This is an optimization exercise on Yosys and OpenROAD, whose aim is small area, a short achievable clock period and few clock cycles, not a production implementation.
Only simulation tests tie the RTL to the original design; equivalence was not proved.
No activity file was given, so power comes from the tool's default toggle rates.

File: flow/design.v
package lua_cpu_pkg;
	typedef logic [32-1:0] word_t;
	typedef logic [5-1:0] reg_idx_t;
	typedef logic [5-1:0] ttag_t;
	typedef logic [6-1:0] opcode_t;
	typedef enum logic [1:0] {
		instr_in_progress = 2'd0,
		instr_done = 2'd1,
		instr_not_impl = 2'd3
	} instr_status_e;
	typedef enum logic [1:0] {
		src_instr = 2'd0,
		src_dumper = 2'd1,
		src_external = 2'd3
	} write_src_e;
	typedef enum logic [1:0] {
		cmd_run = 2'd0,
		cmd_load_reg = 2'd1,
		cmd_load_type = 2'd2,
		cmd_load_base = 2'd3
	} cmd_e;
	typedef enum logic [3:0] {
		ex_idle = 4'd0,
		ex_fetch_pc = 4'd1,
		ex_fetch_instr = 4'd2,
		ex_exec_instr = 4'd3,
		ex_store_pc = 4'd4,
		ex_store_regs = 4'd5,
		ex_load_reg = 4'd6,
		ex_load_type = 4'd7,
		ex_load_base = 4'd8,
		ex_finish = 4'd15
	} ex_state_e;
	typedef enum logic [1:0] {
		dp_idle = 2'd0,
		dp_value = 2'd1,
		dp_type = 2'd2,
		dp_end = 2'd3
	} dump_phase_e;
endpackage
`timescale 1ns/1ps
module lua_cpu (
	input logic clk,
	input logic rst,
	input logic start,
	input lua_cpu_pkg::cmd_e n,
	input lua_cpu_pkg::word_t dataa,
	input lua_cpu_pkg::word_t datab,
	output logic done,
	output lua_cpu_pkg::word_t result,
	output lua_cpu_pkg::word_t mem_address,
	output lua_cpu_pkg::word_t mem_writedata,
	output logic mem_read,
	output logic mem_write,
	input lua_cpu_pkg::word_t mem_readdata,
	input logic mem_waitrequest
);
	localparam logic [2:0] S_IDLE = 3'd0;
	localparam logic [2:0] S_RPC = 3'd1;	 
	localparam logic [2:0] S_FETCH = 3'd2;	 
	localparam logic [2:0] S_DUMP = 3'd3;	 
	localparam logic [2:0] S_DUMPT = 3'd4;	 
	logic [2:0] st;
	logic rd, wr;
	logic [31:0] addr, wdata, ir, ci20;
	logic [4:0] tl;
	logic ex;
	logic ld_v, ld_t;
	logic [31:0] ld_addr, ld_data;
	logic [31:0] base;
	logic [31:0] V [32];
	logic [4:0] T [32];
	logic [31:0] vv, vt, dirty;
	assign mem_read = rd;
	assign mem_write = wr;
	assign mem_address = addr;
	assign mem_writedata = wdata;
	assign result = ir;
	logic acc;
	assign acc = (rd || wr) && !mem_waitrequest;
	logic in_move;
	assign in_move = (mem_readdata[6-1:0] == 6'd0);
	logic [31:0] ffs_oh;
	logic [4:0] ffs_idx;
	logic any_dirty;
	always_comb begin
		logic seen;
		seen = 1'b0;
		ffs_idx = '0;
		for (int i = 0; i < 32; i++) begin
			ffs_oh[i] = dirty[i] && !seen;
			seen = seen | dirty[i];
		end
		for (int k = 0; k < 5; k++) begin
			ffs_idx[k] = 1'b0;
			for (int i = 0; i < 32; i++)
				if (i[k]) ffs_idx[k] = ffs_idx[k] | ffs_oh[i];
		end
		any_dirty = |dirty;
	end
	logic [4:0] ir_a, ir_b;
	assign ir_a = ir[10:6];
	assign ir_b = ir[18:14];
	logic [31:0] rsel;
	logic [31:0] rdv;
	logic [4:0] rdt;
	always_comb begin
		for (int i = 0; i < 32; i++)
			rsel[i] = ex ? (ir_b == 5'(i)) : ffs_oh[i];
		rdv = '0;
		rdt = '0;
		for (int i = 0; i < 32; i++) begin
			rdv = rdv | (V[i] & {32{rsel[i] & vv[i]}});
			rdt = rdt | (T[i] & {5{rsel[i] & vt[i]}});
		end
	end
	logic [31:0] ld_ofs;
	logic ld_hit;
	logic [4:0] widx;
	logic wen_v, wen_t;
	logic [31:0] wdv;
	logic [4:0] wdt;
	always_comb begin
		ld_ofs = ld_addr - base;
		ld_hit = (ld_ofs[31:8] == 24'd0);
		widx = ex ? ir_a : ld_ofs[7:3];
		wen_v = ex || (ld_v && ld_hit);
		wen_t = ex || (ld_t && ld_hit);
		wdv = ex ? rdv : ld_data;
		wdt = ex ? rdt : ld_data[4:0];
	end
	always_ff @(posedge clk) begin
		for (int i = 0; i < 32; i++) begin
			if (wen_v && widx == 5'(i)) V[i] <= wdv;
			if (wen_t && widx == 5'(i)) T[i] <= wdt;
		end
	end
	always_ff @(posedge clk or posedge rst) begin
		if (rst) begin
			vv <= '0;
			vt <= '0;
		end else begin
			for (int i = 0; i < 32; i++) begin
				if (wen_v && widx == 5'(i)) vv[i] <= 1'b1;
				if (wen_t && widx == 5'(i)) vt[i] <= 1'b1;
			end
		end
	end
	always_ff @(posedge clk) begin
		ld_addr <= dataa;
		ld_data <= datab;
	end
	always_ff @(posedge clk or posedge rst) begin
		if (rst) begin
			ld_v <= 1'b0;
			ld_t <= 1'b0;
			base <= '0;
		end else begin
			ld_v <= (st == S_IDLE) && start && (n == lua_cpu_pkg::cmd_load_reg);
			ld_t <= (st == S_IDLE) && start && (n == lua_cpu_pkg::cmd_load_type);
			if ((st == S_IDLE) && start && (n == lua_cpu_pkg::cmd_load_base))
				base <= dataa;
		end
	end
	always_ff @(posedge clk or posedge rst) begin
		if (rst) begin
			st <= S_IDLE;
			rd <= 1'b0;
			wr <= 1'b0;
			done <= 1'b0;
			ex <= 1'b0;
			dirty <= '0;
		end else begin
			done <= 1'b0;
			ex <= 1'b0;
			if (ex)
				dirty[ir_a] <= 1'b1;
			case (st)
				S_IDLE: begin
					if (start) begin
						if (n == lua_cpu_pkg::cmd_run) begin
							rd <= 1'b1;
							st <= S_RPC;
						end else
							done <= 1'b1;
					end
				end
				S_RPC: if (acc) st <= S_FETCH;
				S_FETCH: begin
					if (acc) begin
						if (in_move)
							ex <= 1'b1;
						else begin
							rd <= 1'b0;
							wr <= 1'b1;
							st <= S_DUMP;
						end
					end
				end
				S_DUMP: begin
					if (acc) begin
						if (any_dirty) begin
							dirty <= dirty & ~ffs_oh;
							st <= S_DUMPT;
						end else begin
							wr <= 1'b0;
							done <= 1'b1;
							st <= S_IDLE;
						end
					end
				end
				S_DUMPT: if (acc) st <= S_DUMP;
				default: st <= S_IDLE;
			endcase
		end
	end
	always_ff @(posedge clk) begin
		case (st)
			S_IDLE: begin
				addr <= dataa + 32'd20;
				ci20 <= dataa + 32'd20;
			end
			S_RPC: if (acc) addr <= mem_readdata;
			S_FETCH: begin
				if (acc) begin
					ir <= mem_readdata;
					wdata <= addr + 32'd4;
					addr <= in_move ? addr + 32'd4 : ci20;
				end
			end
			S_DUMP: begin
				if (acc) begin
					addr <= base + {ffs_idx, 3'b000};
					wdata <= rdv;
					tl <= rdt;
				end
			end
			S_DUMPT: begin
				if (acc) begin
					addr <= addr + 32'd4;
					wdata <= {27'd0, tl};
				end
			end
			default: ;
		endcase
	end
endmodule
File: flow/run.sh
#!/bin/bash
# synth_recipe.tcl (not shown) runs the flow's synth.tcl, then flattens the netlist and writes it again
# the make line also repeats each setting of config.mk as NAME=value (left out here)
make -C /OpenROAD-flow-scripts/flow DESIGN_CONFIG=/design/flow/config.mk WORK_HOME=/design/flow/orfs CLKGATE_MAP_FILE= SYNTH_SCRIPT=/design/flow/synth_recipe.tcl finish
File: flow/config.mk
export PLATFORM = sky130hd
export DESIGN_NAME = lua_cpu
export DESIGN_NICKNAME = lua_cpu
export VERILOG_FILES = /design/flow/design.v
export SDC_FILE = /design/flow/constraint.sdc
export NUM_CORES = 4
export LEC_CHECK = 0
export CAP_MARGIN = 20
export CORE_MARGIN = 2
export CORE_UTILIZATION = 30
export PLACE_DENSITY = 0.4
export SLEW_MARGIN = 20
File: flow/constraint.sdc
create_clock -name core_clock -period 13.0 [get_ports {clk}]
set_input_delay 2.6000 -clock core_clock [delete_from_list [all_inputs] [get_ports {clk}]]
set_output_delay 2.6000 -clock core_clock [all_outputs]
set_load 0.01 [all_outputs]
==> results of run 1 <==
==> critical path: cells and delay by family, from the launching register on <==
family          cells  cell delay [ns]
compound gates      6             1.18
xor+xnor            1             0.23
fa+ha+maj           2             0.58
buf+inv             1             0.06
flops               1             0.51
simple gates       11             3.13
==> stage by stage <==
| stage | cells | cell area, um^2 | power [mW] |
|---|---|---|---|
| finish | 7171 | 72050 | 13.17 |
| global route | 7169 | 72040 | 13.69 |
| CTS | 7168 | 72040 | 13.28 |
| detailed placement | 6856 | 66570 | 8.502 |
| global placement | 6851 | 66480 | 8.515 |
| floorplan | 4048 | 60210 | 7.304 |
==> registers in the layout, summed over array words and instances (netlist names), 3 cells and up <==
name	flops
ci20	32
ld_data	32
st	3
tl	5
ir	32
base	32
T	160
vt	32
vv	32
V	1024
ld_addr	32
addr	32
dirty	32
wdata	32
==> per-layer routing <==
| metal | up-vias | global-route usage (%) | share of wire, % |
|---|---|---|---|
| li1 | 16793 | - | - |
| met5 | - | 0 | 0.011 |
| met2 | 1204 | 34.75 | 48 |
| met4 | 4 | 4.808 | 2.1 |
| met1 | 19919 | 29.32 | 45 |
| met3 | 240 | 2.990 | 5.1 |
==> area by class of cell <==
type / count / share of cell area, %
multi-input cells: 2266 / 21.61
well taps: 2656 / 4.613
repair buffers: 346 / 4.361
clock inverters: 78 / 1.042
diodes: 3 / 0.01042
clock buffers: 234 / 6.554
flip-flops and latches: 1518 / 61.43
inverters: 70 / 0.3716
==> power breakdown <==
| part | internal [mW] | leakage (nW) | switching (mW) | total [mW] |
|---|---|---|---|---|
| clock network | 2.70 | 2.66 | 2.05 | 4.75 |
| registers | 5.62 | 14.3 | 0.234 | 5.86 |
| logic | 0.890 | 6.82 | 1.67 | 2.56 |
==> cell families after synthesis <==
kind of cell / synth area share, %
DFF: 73.50
and+or+nand+nor: 8.751
muxes: 0.8416
xor gates and xnor gates: 1.527
adders and majority gates: 0.8852
buffers and inverters: 1.845
AOI/OAI and AO/OA: 12.65
==> worst min-delay path by stage <==
stage | startpoint | end | depth (start not counted)
2_1_floorplan | vt[10]$_DFFE_PP0P_ | vt[10]$_DFFE_PP0P_ | 1
3_3_place_gp | vv[29]$_DFFE_PP0P_ | vv[29]$_DFFE_PP0P_ | 1
3_5_place_dp | vt[23]$_DFFE_PP0P_ | vt[23]$_DFFE_PP0P_ | 1
4_1_cts | vt[16]$_DFFE_PP0P_ | vt[16]$_DFFE_PP0P_ | 1
5_1_grt | vv[26]$_DFFE_PP0P_ | vv[26]$_DFFE_PP0P_ | 1
6_report | vv[30]$_DFFE_PP0P_ | vv[30]$_DFFE_PP0P_ | 1
==> layout by cell type, fill, tap and decap left out, types with 23 or more instances in the layout <==
| master | synthesis | routed |
|---|---|---|
| edfxtp_1 | 1317 | 1317 |
| nand2_1 | 337 | 336 |
| a22oi_1 | 279 | 279 |
| clkdlybuf4s50_1 | 0 | 200 |
| nor2_1 | 195 | 193 |
| clkbuf_16 | 0 | 176 |
| buf_4 | 0 | 143 |
| dfrtp_1 | 137 | 136 |
| nand4_1 | 124 | 124 |
| a21oi_1 | 157 | 121 |
| a221oi_1 | 94 | 94 |
| nand3_1 | 91 | 91 |
| a222oi_1 | 76 | 76 |
| o21ai_0 | 74 | 70 |
| inv_1 | 70 | 69 |
| xnor2_1 | 69 | 67 |
| dfxtp_1 | 64 | 64 |
| or2_1 | 63 | 63 |
| a22o_1 | 52 | 52 |
| nor3_1 | 52 | 50 |
| clkbuf_1 | 155 | 48 |
| ha_1 | 41 | 41 |
| a21oi_2 | 2 | 36 |
| xor2_1 | 36 | 36 |
| mux2_2 | 35 | 35 |
| and2_1 | 38 | 32 |
| o21ai_4 | 0 | 31 |
| o21ai_2 | 59 | 29 |
| clkinv_1 | 0 | 26 |
| and3_1 | 24 | 24 |
| clkinv_2 | 0 | 24 |
| nor2b_1 | 36 | 23 |
| o22ai_1 | 23 | 23 |
==> notes.md, run 1 <==
outcome=finished clean; R2R Path End=addr[29]$_DFFE_PP_; Final nets=4518; pin count of the biggest net entering global routing=64; gpl congestion=0.8641; worst path cell trace=nor4_4, nand2_1, nor3_1, nand3_1, a21oi_1, nor3_1, nand3_1, or3b_2, ha_1, inv_1, fa_1, nor2b_1, o21ai_0, a21oi_1, o21ai_0, or3_1, nor3_1, nand3_1, xnor2_1, o221ai_1, o21a_1; hold crit path type=reg -> reg; Power Density=182.8 mW/mm^2; VDD IR max=0.1441 mV; final hold slack=0.4521 ns; Slew headroom=21.52%; top cells by area, synth=edfxtp_1 66%, dfrtp_1 5.7%, a22oi_1 3.5%; Tot GR Track Use=21.06%; layout cells sized above 1=13.43%; Post-CTS Resized=0; Primary FF master, synth=edfxtp_1; Yosys cell types=95; die height=452.0 um; fin worst setup slack=7.004 ns; most used standard cell by instance count after synthesis=edfxtp_1; vias in the first global route=37498; first-pass GRT wire length=305.3 mm; deepest clock path buffer count=3; period utilization=46.13%; Slew @ Worst Pin=1.165 ns; critical path's slowest cell=nor4_4; post-CTS setup buffer count=0; cts bufs inserted=172; Pleak=23.77 nW; CTS Root Cell=clkbuf_16; Sequential Area=0.04426 mm^2; multi-input combinational cell area=0.01557 mm^2; Overflow after GRT=0; Final ANT Viol Nets=0; 1st-pass router iterations=6; critical path endpoint=addr[29]$_DFFE_PP_; fin crit period=5.996 ns; Die X-Extent=452.0 um; Yosys warnings=3; clock latency on the worst-skew pair=0.82 ns; Synth async-reset ratio=9.025%; post-synth top area share=65.68%; Clock Sinks=1518; Residual DRC=0; Max Cap Viol=0; initial antenna violation count=6; Critical Path RT=13.53 ns; Fmax=166.8 MHz; # port buffers=200; Yosys top cell by area=edfxtp_1; DRT Wirelength=218.0 mm; final core utilization=36.09%; Worst EP arrival=6.53 ns; Area Growth Syn to Fin=19.66%; RSZ-0062 raised after global routing=false; Mean Syn Cell Area=14.87 um^2; Post-synth EDFFs=1317; drt via density=5.321; Mapped Nets=4192; CP Launch Type=flop; Worst Setup SP=dirty[0]$_DFF_PP0_; cell area after synthesis=0.06021 mm^2; clk_skew=0.04768 ns; Syn Inst Count=4048; max incr delay on CP=0.58 ns; maximum fanout along the worst path=9; register area share after synthesis=73.50%; RR Startpoint=dirty[0]$_DFF_PP0_; Fill cells=19067; hold_buf cts=0; First DRT Iteration DRCs=3846; Worst Setup End Kind=flop; Synth Register Bits=1518; Reg2Reg Setup Slack=7.00 ns; HPWL after DPL=139.3 mm; DR WL/cell=30.41 um; row count=164; WS Path Type=reg -> reg; H-tree depth=4; setup TNS=0 ns; CTS tree=yes; Place WS=7.105 ns; worst-case reg-to-reg path depth=21; final-report setup violation count=0; Hold Vio Cnt, Final=0; top cells by count, synth=1317 x edfxtp_1, 337 x nand2_1, 279 x a22oi_1, 195 x nor2_1, 157 x a21oi_1; CTS clk-pin slew, worst paths=0.06 ns; core area=0.1997 mm^2; Starting Density=30.16%; die area=0.2043 mm^2; via count=38160; Final Max Tran Viols=0; I/O Pins=201
Testbench counts, summed over its fixed seeds: cycles 44,547.
==> inputs of run 2 (changes only) <==
--- a/flow/design.v
+++ b/flow/design.v
@@ -64,3 +64,3 @@
 	logic rd, wr;
-	logic [31:0] addr, wdata, ir, ci20;
+	logic [31:0] addr, wdata, ir;
 	logic [4:0] tl;
@@ -68,3 +68,5 @@
 	logic ld_v, ld_t;
-	logic [31:0] ld_addr, ld_data;
+	logic ld_hit;
+	logic [4:0] ld_idx;
+	logic [31:0] ld_data;
 	logic [31:0] base;
@@ -82,2 +84,4 @@
 	assign in_move = (mem_readdata[6-1:0] == 6'd0);
+	logic [31:0] d_eff, ffs_oh_c;
+	logic [4:0] ffs_idx_c;
 	logic [31:0] ffs_oh;
@@ -87,14 +91,19 @@
 		logic seen;
+		for (int i = 0; i < 32; i++)
+			d_eff[i] = dirty[i] | (ex && ir[10:6] == 5'(i));
 		seen = 1'b0;
-		ffs_idx = '0;
 		for (int i = 0; i < 32; i++) begin
-			ffs_oh[i] = dirty[i] && !seen;
-			seen = seen | dirty[i];
+			ffs_oh_c[i] = d_eff[i] && !seen;
+			seen = seen | d_eff[i];
 		end
 		for (int k = 0; k < 5; k++) begin
-			ffs_idx[k] = 1'b0;
+			ffs_idx_c[k] = 1'b0;
 			for (int i = 0; i < 32; i++)
-				if (i[k]) ffs_idx[k] = ffs_idx[k] | ffs_oh[i];
-		end
-		any_dirty = |dirty;
+				if (i[k]) ffs_idx_c[k] = ffs_idx_c[k] | ffs_oh_c[i];
+		end
+	end
+	always_ff @(posedge clk) begin
+		ffs_oh <= ffs_oh_c;
+		ffs_idx <= ffs_idx_c;
+		any_dirty <= |d_eff;
 	end
@@ -116,4 +125,2 @@
 	end
-	logic [31:0] ld_ofs;
-	logic ld_hit;
 	logic [4:0] widx;
@@ -123,5 +130,3 @@
 	always_comb begin
-		ld_ofs = ld_addr - base;
-		ld_hit = (ld_ofs[31:8] == 24'd0);
-		widx = ex ? ir_a : ld_ofs[7:3];
+		widx = ex ? ir_a : ld_idx;
 		wen_v = ex || (ld_v && ld_hit);
@@ -148,4 +153,7 @@
 	end
-	always_ff @(posedge clk) begin
-		ld_addr <= dataa;
+	logic [31:0] slot_ofs;
+	assign slot_ofs = dataa - base;
+	always_ff @(posedge clk) begin
+		ld_hit <= (slot_ofs[31:8] == 24'd0);
+		ld_idx <= slot_ofs[7:3];
 		ld_data <= datab;
@@ -220,3 +228,2 @@
 				addr <= dataa + 32'd20;
-				ci20 <= dataa + 32'd20;
 			end
@@ -227,3 +234,3 @@
 					wdata <= addr + 32'd4;
-					addr <= in_move ? addr + 32'd4 : ci20;
+					addr <= in_move ? addr + 32'd4 : dataa + 32'd20;	 
 				end
--- a/flow/config.mk
+++ b/flow/config.mk
@@ -7,2 +7,3 @@
 export LEC_CHECK = 0
+export ABC_CLOCK_PERIOD_IN_PS = 4000
 export CAP_MARGIN = 20
==> run 2 against run 1 <==
- combinational power is about 30% lower
- worst hold slack improved by 0.0042 ns
- critical path depth down 8
==> notes.md, run 2 <==
period utilization=44.76%; cell area after synthesis=0.05806 mm^2; CP dominant cell by count=buf_4; Yosys warnings=3; Area Growth Syn to Fin=19.51%; vias in the first global route=36565; Synth Register Bits=1498; hold crit path type=reg -> reg; WS Path Type=reg -> reg; initial antenna violation count=17; Clock Sinks=1498; clk_skew=0.04400 ns; Largest regs=V x1024, T x160; DRT Wirelength=241.8 mm; H-tree depth=4; Reg2Reg Setup Slack=7.18 ns; top cells by count, synth=1285 x edfxtp_1, 354 x a22oi_1, 232 x nor2_1, 147 x nand2_1, 143 x clkbuf_1; first-pass GRT wire length=324.8 mm; simple-gate area share of the yosys netlist=8.043%; Tot GR Track Use=24.01%; Worst Setup End Kind=flop; combinational share of power=14.5%; placed inst area=0.06381 mm^2; area share of fa/ha/maj cells after synthesis=0.9784%; xor/xnor cell area share of the yosys netlist=1.418%; Clk pwr share=38.9%; row count=161; clock latency on the worst-skew pair=0.83 ns; post-CTS setup buffer count=0; cts bufs inserted=166; VDD IR max=0.1410 mV; via count=37672; Yosys cell types=86; Max Cap Viol=0; CTS tree=yes; worst-case reg-to-reg path depth=13; critical path endpoint=V[23][2]$_DFFE_PP_; die area=0.1971 mm^2; Critical Path RT=13.62 ns; critical path's slowest cell=o22ai_1; fin crit period=5.819 ns; Residual DRC=0; deepest clock path buffer count=3; most frequent cells in the layout=1285 x edfxtp_1, 354 x a22oi_1, 200 x clkdlybuf4s50_1; switching share of total power=27.92%; die height=443.9 um; max incr delay on CP=0.72 ns; Yosys top cell by area=edfxtp_1; mux cell area share after synthesis=0.9999%; DR WL/cell=35.84 um; Mapped Nets=3917; Crit path max-delay family=buffers and inverters; Overflow after GRT=0; max reg flops=1024; Worst Setup SP=ex$_DFF_PP0_; Hold Vio Cnt, Final=0; post-synth top area share=66.46%; worst path cell trace=buf_4, buf_4, nand3_1, o22ai_1, and2_2, buf_4, buf_4, a222oi_1, nand4_1, or4_1, nor2_1, nor2_1, buf_4; Die X-Extent=443.9 um; Synth async-reset ratio=9.146%; maximum fanout along the worst path=53; final-report setup violation count=0; Final nets=4217; commonest non-fill, non-tap cell in the layout=edfxtp_1; Syn Inst Count=3771; Slew headroom=22.48%; R2R Path End=V[23][2]$_DFFE_PP_; compound-cell area share of the yosys netlist=11.73%; gpl congestion=0.8491; Pleak=23.11 nW; Power Density=177.1 mW/mm^2; 1st-pass router iterations=8; drt via density=5.585; HPWL after DPL=143.7 mm; CP Launch Type=flop; core area=0.1924 mm^2; top register by number of flip-flops=V; Fmax=171.9 MHz; Starting Density=30.18%; most used standard cell by instance count after synthesis=edfxtp_1; pin count of the biggest net entering global routing=54; Post-CTS Resized=0; Mean Syn Cell Area=15.40 um^2; critical path buffer and inverter count=5; Post-synth EDFFs=1285; # port buffers=200; Final ANT Viol Nets=0; Cell Int Power=8.855 mW; Finished Cell Area=0.06938 mm^2; RR Startpoint=ex$_DFF_PP0_; Final Max Tran Viols=0; First DRT Iteration DRCs=4379; CTS clk-pin slew, worst paths=0.06 ns; setup TNS=0 ns; Primary FF master, synth=edfxtp_1; outcome=finished clean; top cells by area, synth=edfxtp_1 66%, dfrtp_1 5.9%, a22oi_1 4.6%; hold_buf cts=0; RSZ-0062 raised after global routing=false; Flop pwr share=46.6%; sw power=3.430 mW; largest family of logic cells by synthesized area=compound AO/OA/AOI/OAI gates; CTS Root Cell=clkbuf_16; layout cells sized above 1=13.82%; register area share after synthesis=74.99%; Slew @ Worst Pin=1.159 ns; Worst EP arrival=6.44 ns; critical path depth in cells=13; I/O Pins=201
==> run 2: cell types whose count changed in the layout (fill, tap and decap cells not counted), sizes merged, moves of 32 or more <==
cell and delta:
a21oi -76, a221oi -44, a22oi +75, edfxtp -32, nand2 -188, nor2 +36
o21ai -32
==> run 2: metal layers <==
metal	GRT usage (%)	wire, um	vias to the layer above
met5	0	11	-
met4	5.872	6087	2
met3	3.513	14740	277
met2	38.86	114000	1451
met1	33.89	107000	20196
li1	-	-	15746
==> run 2: worst min-delay path by stage <==
| stage | start | end | slack [ns] | cells past startpoint |
|---|---|---|---|---|
| after detailed placement | vt[1]$_DFFE_PP0P_ | vt[1]$_DFFE_PP0P_ | 0.44 | 1 |
| after global placement | vt[6]$_DFFE_PP0P_ | vt[6]$_DFFE_PP0P_ | 0.44 | 1 |
| after CTS | vt[0]$_DFFE_PP0P_ | vt[0]$_DFFE_PP0P_ | 0.46 | 1 |
| after floorplan | vt[10]$_DFFE_PP0P_ | vt[10]$_DFFE_PP0P_ | 0.43 | 1 |
| final | vt[0]$_DFFE_PP0P_ | vt[0]$_DFFE_PP0P_ | 0.46 | 1 |
| after global routing | vv[18]$_DFFE_PP0P_ | vv[18]$_DFFE_PP0P_ | 0.47 | 1 |
==> run 2: area by class of cell <==
cell class	instances	area [um^2]
Clock buffer	236	4678
Multi-Input combinational cell	2001	13880
Timing Repair Buffer	317	2925
Antenna cell	7	17.52
Fill cell	18216	123000
Tap cell	2526	3161
Sequential cell	1498	43540
Clock inverter	73	847.1
Inverter	87	331.6
==> run 2: cell families after synthesis <==
logic type / count (synthesis)
AND/OR/NAND/NOR: 900
flip-flops: 1498
AO/OA/AOI/OAI: 910
adder cells (fa/ha/maj): 45
buffers and inverters: 272
multiplexers: 52
XOR/XNOR: 94
==> run 2: power groups by stage <==
stage | clock, mW | sequential [mW] | combinational [mW]
global route | 5.05 | 5.74 | 1.90
finish | 4.78 | 5.72 | 1.78
floorplan | 0 | 5.76 | 0.899
detailed placement | 0 | 5.81 | 1.77
CTS | 4.87 | 5.72 | 1.78
global placement | 0 | 5.82 | 1.80
==> run 2: per-stage QoR <==
| stage | setup WS [ns] | cells | utilization, % | hold slack, ns | power (mW) |
|---|---|---|---|---|---|
| 5_1_grt | 7.084 | 6740 | 36.06 | 0.4711 | 12.69 |
| 4_1_cts | 7.362 | 6737 | 36.04 | 0.4589 | 12.37 |
| 3_5_place_dp | 6.851 | 6428 | 33.17 | 0.4445 | 7.583 |
| 3_3_place_gp | 6.871 | 6426 | 33.14 | 0.4425 | 7.615 |
| 6_report | 7.181 | 6745 | 36.07 | 0.4563 | 12.29 |
| 2_1_floorplan | 6.732 | 3771 | - | 0.4301 | 6.655 |
Testbench counts of run 2, summed over its fixed seeds: cycles 44,547.
==> inputs of run 3 (changes only) <==
--- a/flow/config.mk
+++ b/flow/config.mk
@@ -10,4 +10,4 @@
 export CORE_MARGIN = 2
-export CORE_UTILIZATION = 30
-export PLACE_DENSITY = 0.4
+export CORE_UTILIZATION = 55
+export PLACE_DENSITY = 0.65
 export SLEW_MARGIN = 20
==> run 3 against run 2 <==
- still clean
- die area shrank 45%
- combinational power shrank 8%
- fmax grew 4.8%
- critical path depth shrank 2
- first-iteration DRC count grew 51%
- clock power shrank 6.7%
- largest power group unchanged
==> notes.md, run 3 <==
outcome=finished clean; cts bufs inserted=152; WS Path Type=reg -> reg; Power Density=175.5 mW/mm^2; Hold EP=vv[9]$_DFFE_PP0P_; clk_skew=0.03987 ns; Final nets=4189; placed cell count=5279; post-CTS setup buffer count=0; Worst Setup End Kind=flop; Yosys cell types=86; Largest regs=V x1024, T x160; hold_sp=vv[9]$_DFFE_PP0P_; cell area after synthesis=0.05806 mm^2; H-tree depth=4; top register by number of flip-flops=V; placed inst area=0.06222 mm^2; Area Growth Syn to Fin=16.01%; most frequent cells in the layout=1285 x edfxtp_1, 354 x a22oi_1, 200 x clkdlybuf4s50_1; post-synth top area share=66.46%; core area=0.1050 mm^2; deepest clock path buffer count=3; critical path's slowest cell=buf_4; layout cells sized above 1=12.83%; RSZ-0062 raised after global routing=false; top cells by count, synth=1285 x edfxtp_1, 354 x a22oi_1, 232 x nor2_1, 147 x nand2_1, 143 x clkbuf_1; First DRT Iteration DRCs=6630; initial antenna violation count=9; CP dominant cell by count=buf_4; register area share after synthesis=74.99%; Mean Syn Cell Area=15.40 um^2; gpl congestion=0.9164; critical path buffer and inverter count=3; hold_buf cts=0; Post-synth EDFFs=1285; Pleak=22.81 nW; Critical Path RT=13.61 ns; Yosys warnings=3; first-pass GRT wire length=271.0 mm; Hold Vio Cnt, Final=0; Synth async-reset ratio=9.146%; worst hold path stage count=1; I/O Pins=201; Overflow after GRT=0; HPWL after DPL=108.6 mm; Worst EP arrival=6.16 ns; fin crit period=5.551 ns; Final Max Tran Viols=0; die height=328.9 um; commonest non-fill, non-tap cell in the layout=edfxtp_1; maximum fanout along the worst path=73; max incr delay on CP=0.83 ns; Starting Density=55.31%; CTS Root Cell=clkbuf_16; RR Startpoint=ex$_DFF_PP0_; Synth Register Bits=1498; Post-CTS Resized=0; Clock Sinks=1498; # port buffers=200; DRT Wirelength=195.1 mm; max reg flops=1024; Fmax=180.2 MHz; Final ANT Viol Nets=0; CTS tree=yes; period utilization=42.70%; CTS clk-pin slew, worst paths=0.06 ns; hold crit path type=reg -> reg; clock latency on the worst-skew pair=0.78 ns; via count=38395; most used standard cell by instance count after synthesis=edfxtp_1; setup TNS=0 ns; DR WL/cell=35.07 um; Max Cap Viol=0; Mapped Nets=3917; top cells by area, synth=edfxtp_1 66%, dfrtp_1 5.9%, a22oi_1 4.6%; Reg2Reg Setup Slack=7.45 ns; vias in the first global route=36061; worst path cell trace=buf_4, nand3_1, o22ai_1, and2_2, buf_4, a222oi_1, nand4_1, or4_1, nor2_1, nor2_1, buf_4; row count=119; Tot GR Track Use=35.93%; Syn Inst Count=3771; Residual DRC=0; die area=0.1082 mm^2; VDD IR max=0.1314 mV; Die X-Extent=328.9 um; Primary FF master, synth=edfxtp_1; Yosys top cell by area=edfxtp_1; worst-case reg-to-reg path depth=11; drt via density=6.899; 1st-pass router iterations=9; Crit path max-delay family=simple AND/OR/NAND/NOR gates; Slew @ Worst Pin=1.047 ns; Slew headroom=30.00%; CP Launch Type=flop; final-report setup violation count=0; Finished Cell Area=0.06736 mm^2; R2R Path End=V[26][31]$_DFFE_PP_; Layout Cells excl Fill=5565; pin count of the biggest net entering global routing=75; Worst Setup SP=ex$_DFF_PP0_
run 3: cell counts after synthesis:
No cell type changed its count.
run 3: worst reg2reg max path, cell delays in order, from the launching register on:
cell	delay [ns]
dfrtp_4	0.60
buf_4	0.83
nand3_1	0.51
o22ai_1	0.63
and2_2	0.73
buf_4	0.51
a222oi_1	0.15
nand4_1	0.17
or4_1	0.15
nor2_1	0.04
nor2_1	0.71
buf_4	0.34
run 3: how the worst max path moves through the flow:
stage	endpoint	slack [ns]	cells after the start
floorplan	base[0]$_DFFE_PP0P_	6.73	1
global placement	ld_hit$_DFF_P_	6.73	11
detailed placement	ld_hit$_DFF_P_	6.74	11
CTS	ld_hit$_DFF_P_	7.53	11
global route	ld_hit$_DFF_P_	7.27	11
finish	V[26][31]$_DFFE_PP_	7.45	11
run 3: cells by family after synthesis:
logic type / count (synthesis) / share of synthesized area (%)
xor+xnor: 94 / 1.418
mux: 52 / 0.9999
fa+ha+maj: 45 / 0.9784
buf+inv: 272 / 1.843
flops: 1498 / 74.99
compound gates: 910 / 11.73
simple gates: 900 / 8.043
run 3: per-stage QoR:
step	total power [mW]	setup WS [ns]	hold WS [ns]	utilization, %
final	11.82	7.449	0.4555	64.17
after global routing	12.15	7.267	0.4677	64.16
after CTS	11.80	7.529	0.4582	64.13
after detailed placement	7.418	6.743	0.4447	59.27
after global placement	7.423	6.732	0.4415	59.27
after floorplan	6.655	6.732	0.4301	-
run 3: final cells by class:
cell class	count	area (um^2)
flip-flops and latches	1498	43540
fillers	7517	37610
multi-input cells	2001	13840
clock buffers	190	3996
repair buffers	303	2795
well taps	1391	1740
clock inverters	91	1106
inverters	87	331.6
diodes	4	10.01
run 3: where the power goes:
part,switching (mW),internal [mW],total (mW)
clock,1.89,2.57,4.46
combinational,0.991,0.637,1.63
sequential,0.251,5.49,5.74
run 3: per-layer routing:
layer / vias up / part of all wire, % / track usage, % / wire [um]
met2: 2892 / 45 / 54.64 / 87540
li1: 15648 / - / - / -
met4: 16 / 4.0 / 13.45 / 7719
met5: - / 0.059 / 0 / 115
met3: 478 / 14 / 8.792 / 26410
met1: 19361 / 38 / 50.66 / 73350

[re-timing with driven ports]
The flow's constraints put no driver on any port. The routed layouts listed below were extracted and timed again, unchanged, in two steps.
Step 1, drivers: a clkbuf_16 drives clk and a buf_2 each remaining input, both assumed.
Step 2 times the ports against the registers' clock, not the clock port: input delays grow and output delays shrink by t, the midpoint of the rising clock arrivals with the driver on.
a / b / c = ideal / step 1 / step 2; a / b = the first two.
| run | t, ns | setup WS [ns] | latest minus earliest clock arrival (ns) | worst data-port slew with drivers (ns) |
|---|---|---|---|---|
| run 1 | 0.875 | 7.004 / 7.004 / 7.004 | 0.050 / 0.050 | 0.12 |
| run 2 | 0.900 | 7.181 / 7.181 / 6.771 | 0.048 / 0.048 | 0.14 |
| run 3 | 0.843 | 7.449 / 7.449 / 6.720 | 0.044 / 0.044 | 0.11 |
After both steps setup and hold are still met in every run listed. The setup slack of run 3, which loses most, moves by 0.000 ns with the drivers and by -0.729 ns with both steps.
